From an optimization exercise on the open Yosys and OpenROAD flow, aimed at small area, a short achievable clock period and few clock cycles; shortcuts taken in it are not production practice. In this exercise RTL edits were held to simulation tests only and were not proved equivalent to the original. Power is estimated from default activity; no workload was simulated.

pepper:
Design row_accum_top, start of the top module:
module row_accum_top (
    input  logic                 clk,
    input  logic                 rst_n,
    input  logic                 in_valid,
    output logic                 in_ready,
    input  row_accum_pkg::val_t  in_val,
    input  row_accum_pkg::row_t  in_row,
    input  row_accum_pkg::col_t  in_col,
    input  logic                 in_last,
    output logic                 out_valid,
    input  logic                 out_ready,
    output row_accum_pkg::val_t  out_val,
    output row_accum_pkg::col_t  out_col,
    output logic                 out_last,
    output logic                 row_done
);
    localparam int NCOL = row_accum_pkg::NCOL;
    localparam int VW   = row_accum_pkg::VAL_W;
    localparam int NQ   = 3;    
    localparam int NSD  = 3;    
    typedef logic [NCOL-1:0]     bmap_t;
    typedef row_accum_pkg::col_t col_t;
    typedef row_accum_pkg::val_t val_t;
    val_t mem [NCOL];
    logic                first_q;
    row_accum_pkg::row_t cur_row_q;
    logic                rdy_q;
    logic                acc;
    logic                in_new;    
    logic                in_chg;    
    assign in_ready = rdy_q;
    assign acc      = in_valid && rdy_q;
    assign in_new   = first_q || (in_row != cur_row_q);
    assign in_chg   = !first_q && (in_row != cur_row_q);
    always_ff @(posedge clk or negedge rst_n) begin
        if (!rst_n) begin
            first_q <= 1'b1;
        end else if (acc) begin
            first_q <= in_last;
        end
    end
    always_ff @(posedge clk) begin
        if (acc) begin
            cur_row_q <= in_row;
        end
    end
    logic   a_v, a_last, a_new, a_chg;
    col_t   a_col;
    bmap_t  a_oh;                     
    val_t   a_val;
    logic   s_v, s_last, s_new, s_chg;
    col_t   s_col;
    val_t   s_val;
    logic   b_v, b_last;
    col_t   b_col;
    bmap_t  b_oh;                     
    val_t   b_val, b_op, sum;
    bmap_t  bm_open;                  
    bmap_t  q [NQ];                   
    logic [NQ-1:0] qv;                
    logic [NQ-1:0] sg;                
    logic   qsp1_q, qsp2_q;           
    bmap_t  ml;                       
    logic [NSD-1:0] sd_v;
    col_t   sd_col [NSD];
    val_t   sd_val [NSD];
    logic [1:0] ecnt;
    col_t   e0_col, e1_col;
    bmap_t  e0_oh;                    
  ...
For scale: ~1,600 flip-flops.
Settings: LEC_CHECK=0, ABC_CLOCK_PERIOD_IN_PS=3500, CAP_MARGIN=20, CELL_PAD_IN_SITES_DETAIL_PLACEMENT=1, CELL_PAD_IN_SITES_GLOBAL_PLACEMENT=2, CORE_MARGIN=2, CORE_UTILIZATION=45, CTS_CLUSTER_DIAMETER=80, CTS_CLUSTER_SIZE=22, PLACE_DENSITY=0.55, SETUP_SLACK_MARGIN=5, SLEW_MARGIN=20; clock period 10.0 ns.
standard.sh (not shown) runs the stock make flow with config.mk's settings and CLKGATE_MAP_FILE= SYNTH_SCRIPT=/design/flow/synth_recipe.tcl, a recipe that flattens the netlist after the stock synthesis.
==> flow/flow/run.sh <==
#!/bin/bash
set -euo pipefail
bash standard.sh SETUP_SLACK_MARGIN=6.7 finish > make_finish.log 2>&1
Testbench counts of pepper, summed over its fixed seeds: cycles 12,303.
The following lists how cedar was set up differently from pepper:
==> flow/flow/run.sh <==
#!/bin/bash
set -euo pipefail
bash standard.sh SETUP_SLACK_MARGIN=6.4 finish > make_finish.log 2>&1
- Length of routed met3 wiring: cedar > pepper
- Total number of vias: cedar < pepper
- Worst-case hold slack of pepper is on par with cedar.
- A launch point of the worst path of e0_oh[21] is what cedar shows, while out_last belongs to pepper.
- pepper → cedar: detailed-route wire length on metal 1 shows a reduction of 1.6%; multi-input combinational cell count held steady; power in combinational cells -about 6%; signed area change from the synthesized netlist to the final layout down 1.0 points.
[inputs] xenon vs cedar
==> flow/flow/run.sh <==
#!/bin/bash
set -euo pipefail
bash standard.sh SETUP_SLACK_MARGIN=6.5 finish > make_finish.log 2>&1
### Flow results
A last element of the critical path of out_last is what xenon shows, while out_val[30] belongs to cedar. cedar -> xenon: combinational power increased by a few percent. Delta (xenon minus cedar): worst-case setup slack after placement decreased 0.057 ns, I/O pin total essentially unchanged.
The inputs of juniper differ from those of xenon as listed below.
==> flow/flow/run.sh <==
#!/bin/bash
set -euo pipefail
bash standard.sh SETUP_SLACK_MARGIN=6.6 finish > make_finish.log 2>&1
Notes after the runs:
juniper vs. xenon: critical-path maximum fanout went down by 1.
Re post-synthesis share of cell area spent on xor and xnor gates: no difference whatsoever between juniper and xenon.
Delta(routed length on met3, juniper - xenon) < 0
On hold slack, xenon tracks juniper almost exactly.
Routed wire length ends up lower on juniper.
The run showing the greater first-pass GRT wire length is xenon.
juniper consumes more power than xenon does.

-- port drivers added, routing unchanged --
The results above use ideal ports. As a check the final layouts listed here were re-extracted and re-timed, cells and wires unchanged.
Step 1 (the two cells are an assumption about what drives the block):
set clk [get_ports {clk}]
set_driving_cell -lib_cell sky130_fd_sc_hd__clkbuf_16 $clk
set_driving_cell -lib_cell sky130_fd_sc_hd__buf_2 [delete_from_list [all_inputs] $clk]
Step 2 also shifts input and output timing later by t, the mid clock arrival at the registers, as if the neighbouring blocks saw the same clock.
a / b / c = ideal / step 1 / step 2; a / b = the first two.
run	shift t [ns]	setup WS [ns]	hold WS [ns]	worst setup path at the end	clock arrival spread, ns
pepper	0.851	6.511 / 6.431 / 5.977	0.324 / 0.324 / 0.324	input to register	0.055 / 0.056
cedar	0.871	6.285 / 6.285 / 5.715	0.325 / 0.325 / 0.325	input to register	0.051 / 0.051
xenon	0.855	6.493 / 6.411 / 5.817	0.345 / 0.345 / 0.345	input to register	0.040 / 0.041
juniper	0.855	6.496 / 6.404 / 5.881	0.347 / 0.347 / 0.347	input to register	0.042 / 0.041
After both steps every run listed still meets setup and hold. The setup slack of xenon, which loses most, moves by -0.082 ns with the drivers and by -0.676 ns with both steps.
